Background: an optimization exercise with open tools, aiming at small area, a short achievable clock period and few clock cycles per item. Do not read the settings as production practice. In this exercise RTL edits were held to simulation tests only and were not proved equivalent to the original.

==> flow/design.v <==
package cnn_pkg;
    localparam int IMG_DIM     = 6;
    localparam int KER_DIM     = 3;
    localparam int NUM_KERNELS = 2;
    localparam int MAP_DIM     = IMG_DIM - KER_DIM + 1;
    localparam int NUM_FEATURES = NUM_KERNELS * (MAP_DIM / 2) * (MAP_DIM / 2);
    localparam int NUM_CLASSES  = 4;
    localparam int CONV_WEIGHTS  = NUM_KERNELS * KER_DIM * KER_DIM;
    localparam int TOTAL_WEIGHTS = CONV_WEIGHTS + NUM_CLASSES * NUM_FEATURES;
    localparam int WADDR_W       = $clog2(TOTAL_WEIGHTS);
    typedef logic signed [7:0]  pixel_t;
    typedef logic signed [31:0] acc_t;
    typedef struct packed {
        logic               valid;
        logic [WADDR_W-1:0] addr;
    } wt_req_t;
    typedef struct packed {
        logic [$clog2(NUM_KERNELS)-1:0] kernel;
        logic [$clog2(MAP_DIM)-1:0]     row;
        logic [$clog2(MAP_DIM)-1:0]     col;
        acc_t                           sum;
    } map_px_t;
    typedef pixel_t [NUM_FEATURES-1:0] feature_vec_t;
    typedef enum logic [1:0] {
        C_IDLE,
        C_LOAD,
        C_COMPUTE,
        C_EMIT
    } conv_state_t;
    typedef enum logic [1:0] {
        F_IDLE,
        F_COMPUTE,
        F_OUTPUT
    } fc_state_t;
endpackage
`timescale 1ns/1ps
module weight_store
(
    input  logic             clk,
    input  logic             resetn,
    input  logic             weight_tvalid,
    output logic             weight_tready,
    input  cnn_pkg::pixel_t  weight_tdata,
    output logic             weights_loaded,
    input  cnn_pkg::wt_req_t conv_req,
    output logic             conv_grant,
    input  cnn_pkg::wt_req_t fc_req,
    output logic             fc_grant,
    output cnn_pkg::pixel_t  rd_data
);
    localparam int NWORDS = cnn_pkg::TOTAL_WEIGHTS;
    localparam int WAW    = cnn_pkg::WADDR_W;
    cnn_pkg::pixel_t             mem [0:NWORDS-1];
    logic [cnn_pkg::WADDR_W-1:0] wr_cnt;
    logic [cnn_pkg::WADDR_W-1:0] rd_addr;
    logic               wr_fire;
    logic               conflict;
    logic               prio_fc;
    assign wr_fire = weight_tvalid && weight_tready;
    assign conflict   = weights_loaded && conv_req.valid && fc_req.valid;
    assign conv_grant = weights_loaded && conv_req.valid && (!fc_req.valid || !prio_fc);
    assign fc_grant   = weights_loaded && fc_req.valid && (!conv_req.valid || prio_fc);
    assign rd_addr    = fc_grant ? fc_req.addr : conv_req.addr;
    always_ff @(posedge clk or negedge resetn)
    begin
        if (!resetn)
        begin
            wr_cnt         <= '0;
            weights_loaded <= 1'b0;
            weight_tready  <= 1'b0;
        end
        else if (wr_fire)
        begin
            wr_cnt <= wr_cnt + 1'b1;
            if (wr_cnt == WAW'(cnn_pkg::TOTAL_WEIGHTS - 1))
            begin
                weights_loaded <= 1'b1;
                weight_tready  <= 1'b0;
            end
        end
        else if (!weights_loaded)
        begin
            weight_tready <= 1'b1;
        end
    end
    always_ff @(posedge clk or negedge resetn)
    begin
        if (!resetn)
            prio_fc <= 1'b0;
        else if (conflict)
            prio_fc <= !prio_fc;
    end
    always_ff @(posedge clk)
    begin
        if (wr_fire)
            mem[wr_cnt] <= weight_tdata;
        if (conv_grant || fc_grant)
            rd_data <= mem[rd_addr];
    end
endmodule
`timescale 1ns/1ps
module conv_engine
(
    input  logic             clk,
    input  logic             resetn,
    input  logic             weights_loaded,
    input  logic             image_tvalid,
    output logic             image_tready,
    input  cnn_pkg::pixel_t  image_tdata,
    output cnn_pkg::wt_req_t wt_req,
    input  logic             wt_grant,
    input  cnn_pkg::pixel_t  wt_data,
    output cnn_pkg::map_px_t map_px,
    output logic             map_valid,
    input  logic             map_ready
);
    localparam int NPIX    = cnn_pkg::IMG_DIM * cnn_pkg::IMG_DIM;
    localparam int WAW     = cnn_pkg::WADDR_W;
    localparam int PIX_AW  = $clog2(cnn_pkg::IMG_DIM * cnn_pkg::IMG_DIM);
    localparam int TAP_MAX = cnn_pkg::KER_DIM - 1;
    localparam int POS_MAX = cnn_pkg::MAP_DIM - 1;
    cnn_pkg::conv_state_t       state;
    cnn_pkg::pixel_t            img [0:NPIX-1];
    logic [PIX_AW-1:0] pix_cnt;
    logic [PIX_AW-1:0] px_idx;
    logic              kern;
    logic [1:0]        row;
    logic [1:0]        col;
    logic [1:0]        kr;
    logic [1:0]        kc;
    logic              mac_en;
    cnn_pkg::pixel_t            pix_d;
    cnn_pkg::acc_t              acc;
    cnn_pkg::acc_t              sum_now;
    logic              img_fire;
    logic              load_done;
    logic              last_tap;
    logic              last_px;
    logic              emit;
    logic              clear_acc;
    assign image_tready = weights_loaded && (state == cnn_pkg::C_IDLE || state == cnn_pkg::C_LOAD);
    assign img_fire     = image_tvalid && image_tready;
    assign load_done    = img_fire && (pix_cnt == PIX_AW'(cnn_pkg::IMG_DIM * cnn_pkg::IMG_DIM - 1));
    assign last_tap  = (kr == TAP_MAX) && (kc == TAP_MAX);
    assign last_px   = kern && (row == POS_MAX) && (col == POS_MAX);
    assign emit      = (state == cnn_pkg::C_EMIT) && map_ready;
    assign clear_acc = load_done || (emit && !last_px);
    assign px_idx = PIX_AW'((row + kr) * cnn_pkg::IMG_DIM + (col + kc));
    assign wt_req.valid = (state == cnn_pkg::C_COMPUTE);
    assign wt_req.addr  = WAW'(kern * cnn_pkg::KER_DIM * cnn_pkg::KER_DIM + kr * cnn_pkg::KER_DIM + kc);
    assign sum_now   = mac_en ? acc + wt_data * pix_d : acc;
    assign map_px    = {kern, row, col, sum_now};
    assign map_valid = emit;
    always_ff @(posedge clk)
    begin
        if (img_fire)
            img[pix_cnt] <= image_tdata;
        if (wt_grant)
            pix_d <= img[px_idx];
        if (clear_acc)
            acc <= '0;
        else if (mac_en)
            acc <= sum_now;
    end
    always_ff @(posedge clk or negedge resetn)
    begin
        if (!resetn)
        begin
            state   <= cnn_pkg::C_IDLE;
            pix_cnt <= '0;
            kern    <= 1'b0;
            row     <= '0;
            col     <= '0;
            kr      <= '0;
            kc      <= '0;
            mac_en  <= 1'b0;
        end
        else
        begin
            mac_en <= wt_grant;
            case (state)
                cnn_pkg::C_IDLE, cnn_pkg::C_LOAD:
                begin
                    if (img_fire)
                    begin
                        pix_cnt <= pix_cnt + 1'b1;
                        state   <= cnn_pkg::C_LOAD;
                    end
                    if (load_done)
                    begin
                        pix_cnt           <= '0;
                        {kern, row, col}  <= '0;
                        {kr, kc}          <= '0;
                        state             <= cnn_pkg::C_COMPUTE;
                    end
                end
                cnn_pkg::C_COMPUTE:
                begin
                    if (wt_grant)
                    begin
                        if (kc == TAP_MAX)
                        begin
                            kc <= '0;
                            kr <= (kr == TAP_MAX) ? 2'd0 : kr + 1'b1;
                        end
                        else
                        begin
                            kc <= kc + 1'b1;
                        end
                        if (last_tap)
                            state <= cnn_pkg::C_EMIT;
                    end
                end
                cnn_pkg::C_EMIT:
                begin
                    if (emit)
                    begin
                        {kern, row, col} <= {kern, row, col} + 1'b1;
                        state            <= last_px ? cnn_pkg::C_IDLE : cnn_pkg::C_COMPUTE;
                    end
                end
                default:
                begin
                    state <= cnn_pkg::C_IDLE;
                end
            endcase
        end
    end
endmodule
`timescale 1ns/1ps
module relu_pool
#(
    parameter int RELU_SHIFT = 4
)
(
    input  logic                  clk,
    input  logic                  resetn,
    input  cnn_pkg::map_px_t      map_px,
    input  logic                  map_valid,
    output logic                  map_ready,
    output cnn_pkg::feature_vec_t feat,
    output logic                  feat_valid,
    input  logic                  feat_ready
);
    localparam cnn_pkg::acc_t SAT_MAX = 127;
    cnn_pkg::acc_t                            shifted;
    cnn_pkg::pixel_t                          relu_val;
    logic [$clog2(cnn_pkg::NUM_FEATURES)-1:0] win;
    logic                            first_px;
    logic                            last_px;
    logic [8*cnn_pkg::NUM_FEATURES-1:0]       work;
    logic [8*cnn_pkg::NUM_FEATURES-1:0]       work_nxt;
    assign shifted = map_px.sum >>> RELU_SHIFT;
    always_comb
    begin
        if (map_px.sum < 0)
            relu_val = '0;
        else if (shifted > SAT_MAX)
            relu_val = 8'(SAT_MAX);
        else
            relu_val = 8'(shifted);
    end
    assign win      = {map_px.kernel, map_px.row[1], map_px.col[1]};
    assign first_px = !map_px.row[0] && !map_px.col[0];
    assign last_px  = map_px.kernel && (&map_px.row) && (&map_px.col);
    always_comb
    begin
        work_nxt = work;
        if (first_px || relu_val > $signed(work[8*win +: 8]))
            work_nxt[8*win +: 8] = relu_val;
    end
    assign map_ready = !feat_valid || feat_ready;
    always_ff @(posedge clk)
    begin
        if (map_valid)
            work <= work_nxt;
        if (map_valid && last_px)
            feat <= work_nxt;
    end
    always_ff @(posedge clk or negedge resetn)
    begin
        if (!resetn)
            feat_valid <= 1'b0;
        else if (map_valid && last_px)
            feat_valid <= 1'b1;
        else if (feat_ready)
            feat_valid <= 1'b0;
    end
endmodule
`timescale 1ns/1ps
module fc_engine
(
    input  logic                  clk,
    input  logic                  resetn,
    input  cnn_pkg::feature_vec_t feat,
    input  logic                  feat_valid,
    output logic                  feat_ready,
    output cnn_pkg::wt_req_t      wt_req,
    input  logic                  wt_grant,
    input  cnn_pkg::pixel_t       wt_data,
    output logic                  result_tvalid,
    input  logic                  result_tready,
    output cnn_pkg::acc_t         result_tdata,
    output logic                  result_tlast
);
    localparam int WAW      = cnn_pkg::WADDR_W;
    localparam int FEAT_AW  = $clog2(cnn_pkg::NUM_FEATURES);
    localparam int CLASS_AW = $clog2(cnn_pkg::NUM_CLASSES);
    cnn_pkg::fc_state_t           state;
    logic [8*cnn_pkg::NUM_FEATURES-1:0] feat_q;
    logic [CLASS_AW-1:0] cls;
    logic [FEAT_AW-1:0]  fidx;
    logic                mac_en;
    cnn_pkg::pixel_t              feat_d;
    cnn_pkg::acc_t                acc;
    cnn_pkg::acc_t                sum_now;
    logic                accept;
    logic                out_fire;
    logic                last_cls;
    assign feat_ready = (state == cnn_pkg::F_IDLE);
    assign accept     = feat_valid && feat_ready;
    assign out_fire   = result_tvalid && result_tready;
    assign last_cls   = (cls == CLASS_AW'(cnn_pkg::NUM_CLASSES - 1));
    assign wt_req.valid = (state == cnn_pkg::F_COMPUTE);
    assign wt_req.addr  = WAW'(cnn_pkg::CONV_WEIGHTS + cls * cnn_pkg::NUM_FEATURES + fidx);
    assign sum_now       = mac_en ? acc + wt_data * feat_d : acc;
    assign result_tvalid = (state == cnn_pkg::F_OUTPUT);
    assign result_tdata  = sum_now;
    assign result_tlast  = result_tvalid && last_cls;
    always_ff @(posedge clk)
    begin
        if (accept)
            feat_q <= feat;
        if (wt_grant)
            feat_d <= feat_q[8*fidx +: 8];
        if (accept || (out_fire && !last_cls))
            acc <= '0;
        else if (mac_en)
            acc <= sum_now;
    end
    always_ff @(posedge clk or negedge resetn)
    begin
        if (!resetn)
        begin
            state  <= cnn_pkg::F_IDLE;
            cls    <= '0;
            fidx   <= '0;
            mac_en <= 1'b0;
        end
        else
        begin
            mac_en <= wt_grant;
            case (state)
                cnn_pkg::F_IDLE:
                begin
                    if (accept)
                    begin
                        cls   <= '0;
                        fidx  <= '0;
                        state <= cnn_pkg::F_COMPUTE;
                    end
                end
                cnn_pkg::F_COMPUTE:
                begin
                    if (wt_grant)
                    begin
                        fidx <= fidx + 1'b1;
                        if (fidx == FEAT_AW'(cnn_pkg::NUM_FEATURES - 1))
                            state <= cnn_pkg::F_OUTPUT;
                    end
                end
                cnn_pkg::F_OUTPUT:
                begin
                    if (out_fire)
                    begin
                        cls   <= cls + 1'b1;
                        state <= last_cls ? cnn_pkg::F_IDLE : cnn_pkg::F_COMPUTE;
                    end
                end
                default:
                begin
                    state <= cnn_pkg::F_IDLE;
                end
            endcase
        end
    end
endmodule
`timescale 1ns/1ps
module cnn_top
#(
    parameter int RELU_SHIFT = 4
)
(
    input  logic            clk,
    input  logic            resetn,
    input  logic            weight_tvalid,
    output logic            weight_tready,
    input  cnn_pkg::pixel_t weight_tdata,
    input  logic            image_tvalid,
    output logic            image_tready,
    input  cnn_pkg::pixel_t image_tdata,
    output logic            result_tvalid,
    input  logic            result_tready,
    output cnn_pkg::acc_t   result_tdata,
    output logic            result_tlast
);
    logic         weights_loaded;
    cnn_pkg::wt_req_t      conv_req;
    cnn_pkg::wt_req_t      fc_req;
    logic         conv_grant;
    logic         fc_grant;
    cnn_pkg::pixel_t       rd_data;
    cnn_pkg::map_px_t      map_px;
    logic         map_valid;
    logic         map_ready;
    cnn_pkg::feature_vec_t feat;
    logic         feat_valid;
    logic         feat_ready;
    weight_store u_weight_store (
        .clk            (clk),
        .resetn         (resetn),
        .weight_tvalid  (weight_tvalid),
        .weight_tready  (weight_tready),
        .weight_tdata   (weight_tdata),
        .weights_loaded (weights_loaded),
        .conv_req       (conv_req),
        .conv_grant     (conv_grant),
        .fc_req         (fc_req),
        .fc_grant       (fc_grant),
        .rd_data        (rd_data)
    );
    conv_engine u_conv_engine (
        .clk            (clk),
        .resetn         (resetn),
        .weights_loaded (weights_loaded),
        .image_tvalid   (image_tvalid),
        .image_tready   (image_tready),
        .image_tdata    (image_tdata),
        .wt_req         (conv_req),
        .wt_grant       (conv_grant),
        .wt_data        (rd_data),
        .map_px         (map_px),
        .map_valid      (map_valid),
        .map_ready      (map_ready)
    );
    relu_pool #(
        .RELU_SHIFT (RELU_SHIFT)
    ) u_relu_pool (
        .clk        (clk),
        .resetn     (resetn),
        .map_px     (map_px),
        .map_valid  (map_valid),
        .map_ready  (map_ready),
        .feat       (feat),
        .feat_valid (feat_valid),
        .feat_ready (feat_ready)
    );
    fc_engine u_fc_engine (
        .clk           (clk),
        .resetn        (resetn),
        .feat          (feat),
        .feat_valid    (feat_valid),
        .feat_ready    (feat_ready),
        .wt_req        (fc_req),
        .wt_grant      (fc_grant),
        .wt_data       (rd_data),
        .result_tvalid (result_tvalid),
        .result_tready (result_tready),
        .result_tdata  (result_tdata),
        .result_tlast  (result_tlast)
    );
endmodule
==> flow/run.sh <==
#!/bin/bash
# synth_recipe.tcl (not shown) runs the flow's synth.tcl, then flattens the netlist and writes it again
# the make line also repeats each setting of config.mk as NAME=value (left out here)
make -C /OpenROAD-flow-scripts/flow DESIGN_CONFIG=/design/flow/config.mk WORK_HOME=/design/flow/orfs CLKGATE_MAP_FILE= SYNTH_SCRIPT=/design/flow/synth_recipe.tcl finish
==> flow/config.mk <==
export PLATFORM = sky130hd
export DESIGN_NAME = cnn_top
export DESIGN_NICKNAME = cnn_top
export VERILOG_FILES = /design/flow/design.v
export SDC_FILE = /design/flow/constraint.sdc
export NUM_CORES = 4
export LEC_CHECK = 0
export CAP_MARGIN = 20
export CORE_MARGIN = 2
export CORE_UTILIZATION = 40
export SLEW_MARGIN = 20
==> flow/constraint.sdc <==
create_clock -name core_clock -period 11.0 [get_ports {clk}]
set_input_delay 2.2000 -clock core_clock [delete_from_list [all_inputs] [get_ports {clk}]]
set_output_delay 2.2000 -clock core_clock [all_outputs]
set_load 0.01 [all_outputs]
==> out/metrics.cfg <==
[drt]
drtAntennaViolNets=0
drcViolationCount=0
vias=29400
first_pass_iters=7
wl_per_cell_um=19.9
vias_per_cell=5.36
drt-total-wl_mm=109
drt_iter0_markers=2607

[place]
placed_cell_area_um2=51100
placed_cells=5271
port_buffers=56
pre_cts_ws_ns=0.672
dp_hpwl_mm=68.9
gp_congestion=0.862

[synth]
netlist.top_cell.by_area=edfxtp_1
seq_area_frac_synth_pct=60.2
yosysTopAreaCellShare_pct=55.7
syn_nets=4008
synth-seq-cells=1004
synth-async-reset-ratio_pct=3.59
synth_enable_flop_cells=904
postSynthAreaPerCell_um2=13.1
synth_ff_type=edfxtp_1
synthCells=3708
synth_area_leaders=edfxtp_1 56%, mux4_2 5.5%, fa_1 4.8%, nand2_1 4.3%, ha_1 4.1%
yosys.cell_types.count=83
synth_area_um2=48700
yosysWarnings=4

[critical_path]
crit_path_start_kind=flop
path_depth=29
r2r-end=u_relu_pool.feat[37]
path_max_fanout=18
reg2reg_depth=44
critPathArrivalTime_ns=8.33
cpMostUsedCell=fa_1
end_kind=primary output
r2r_setup_slack_ns=0.62
path_buf_inv=6
reg2reg_from=u_weight_store.rd_data[5]
cp_top_family=adder cells
critical_path_class=reg2out
crit_end=result_tdata[29]
crit_start=u_weight_store.rd_data[7]
cp.required_ns=8.80
cpPeakStageDelay_ns=0.52
critPathSlowestCell=edfxtp_1

[worst_hold_path]
hold_class=reg2reg

[sta]
worst_pin_slew_ns=1.07
skew_ns=0.0327
setup_slack_ns=0.467
fmax_mhz=94.9
report.final.slew_viol_count=0
hold_violations=0
min_period_ns=10.53
finalCritPeriodShare_pct=95.8
setup_viol=0
relSlewSlack_pct=28.9

[global_route]
grt_max_degree=138
antenna_found_initial=1
grt_use_total_pct=17.3
first_global_vias=29100
grt_pass1_wl_mm=170
gr-total-overflow=0

[die]
ios=57
start_util_pct=40.1
die_area_um2=125000
rows=128
die_w_um=353
fp.coreArea_um2=121000
die_y_um=353

[layout]
syn2layout_area_growth_pct=12.2
post-route-util_pct=45.0
fillers=10900
num-nets-final=4070
final_area_um2=54700
drive_above_1_share_pct=11.0
instances_no_fill=5484
antenna_cells=0
final_cell_mix=904 x edfxtp_1, 554 x nand2_1, 237 x inv_1
final_common_cell=edfxtp_1

[run_status]
status=no timing/DRC/antenna violations

[clock_tree]
cts_tree=done
cts-root-buf=clkbuf_16
cts_buffer_depth=3
clk_latency_ns=0.72
cts.clk_slew.worst_paths_ns=0.06
cts_hold_buf=0
h-tree-depth=3
cts_num_sinks=1004
cts_made_buffers=106

[flow_run]
max-cap-violations=0

## per-stage QoR
step / setup TNS (ns) / hold slack (ns)
4_1_cts: 0 / 0.410
2_1_floorplan: 0 / 0.400
3_3_place_gp: 0 / 0.401
5_1_grt: -0.0353 / 0.421
6_report: 0 / 0.399
3_5_place_dp: 0 / 0.405
## cell usage after synthesis (all sizes together), types with 36 or more instances
| cell | instances |
|---|---|
| mux2i | 57 |
| a21oi | 131 |
| and2 | 87 |
| xnor2 | 68 |
| a311oi | 74 |
| o21ai | 81 |
| inv | 239 |
| nor2b | 36 |
| buf | 47 |
| nor2 | 215 |
| dfrtp | 36 |
| dfxtp | 64 |
| a31oi | 41 |
| fa | 118 |
| and3 | 58 |
| mux4 | 120 |
| nand2 | 555 |
| edfxtp | 904 |
| nand3 | 133 |
| clkbuf | 126 |
| ha | 161 |
## registers in the layout, summed over array words and instances (netlist names), 2 cells and up
signal / cells
u_weight_store.wr_cnt: 6
u_relu_pool.work: 64
u_conv_engine.col: 2
u_fc_engine.cls: 2
u_conv_engine.kr: 2
u_fc_engine.feat_d: 8
u_conv_engine.acc: 32
u_weight_store.rd_data: 8
u_conv_engine.pix_d: 8
u_fc_engine.state: 2
u_relu_pool.feat: 64
u_conv_engine.pix_cnt: 6
u_fc_engine.fidx: 3
u_conv_engine.state: 2
u_weight_store.mem: 400
u_conv_engine.img: 288
u_fc_engine.feat_q: 64
u_fc_engine.acc: 32
u_conv_engine.kc: 2
u_conv_engine.row: 2
## metal layers
metal	vias to the layer above	global-route usage, %	part of all wire, %
li1	13800	-	-
met1	14600	24.5	45
met2	824	27.7	47
met3	150	2.65	5.7
met4	2	4.94	2.1
met5	-	0	0.017
## logic make-up (layout without fill, tap and decap cells)
group	after synthesis	count (layout)	synth area share (%)
xor+xnor	100	100	1.81
compound gates	531	531	7.64
flops	1004	1004	60.2
simple gates	1192	1192	11.2
buf+inv	412	563	3.23
fa+ha+maj	279	279	8.98
mux	189	189	6.99
other cells	1	1	0.00770
## layout make-up
type | count | area, um^2 | area share (%)
Sequential cell | 1004 | 29300 | 53.7
Multi-Input combinational cell | 2292 | 18000 | 32.8
Clock buffer | 123 | 2780 | 5.09
Tap cell | 1625 | 2030 | 3.72
Timing Repair Buffer | 127 | 1100 | 2.02
Inverter | 239 | 897 | 1.64
Clock inverter | 74 | 571 | 1.04
## worst min-delay path by stage
| stage | startpoint | endpoint | depth (start not counted) |
|---|---|---|---|
| 4_1_cts | u_relu_pool.feat[9] | u_fc_engine.feat_q[9] | 0 |
| 3_5_place_dp | u_relu_pool.feat[54] | u_fc_engine.feat_q[54] | 0 |
| 3_3_place_gp | u_relu_pool.feat[29] | u_fc_engine.feat_q[29] | 0 |
| 6_report | u_relu_pool.feat[9] | u_fc_engine.feat_q[9] | 0 |
| 2_1_floorplan | u_relu_pool.feat[0] | u_fc_engine.feat_q[0] | 0 |
| 5_1_grt | u_relu_pool.feat[9] | u_fc_engine.feat_q[9] | 0 |
## timing repair
item | 4_1_cts | 5_1_grt
setup buffers | 0 | 15
setup endpoints to repair | 0 | 22
gates resized for setup | 0 | 6
Testbench counts, summed over its fixed seeds: cycles 23,488, images 64.

what the ideal ports hide:
How much do the figures lean on ideal ports? The routed layout below was timed once more, with nothing changed but the port constraints.
Step 1 assumes that a clkbuf_16 drives the clock port and a buf_2 every other input.
Step 2 adds t to the input delays and takes it off the output delays; t is the mean of the earliest and latest rising clock arrival at the registers after step 1. Input paths then give back, and output paths get back, about the clock's delay inside the block.
Slacks: no drivers / after step 1 / after step 2; pairs: no drivers / after step 1.
t, ns: 0.768
slack for setup (ns): 0.467 / 0.398 / 0.625
worst setup path at the end: register to register
clock arrival spread, ns: 0.032 / 0.033
slew at the worst register clock pin (ns): 0.07 / 0.07
After both steps setup and hold are still met in this run. For this run, drivers alone change the setup slack by -0.069 ns; drivers and shift together by +0.158 ns.
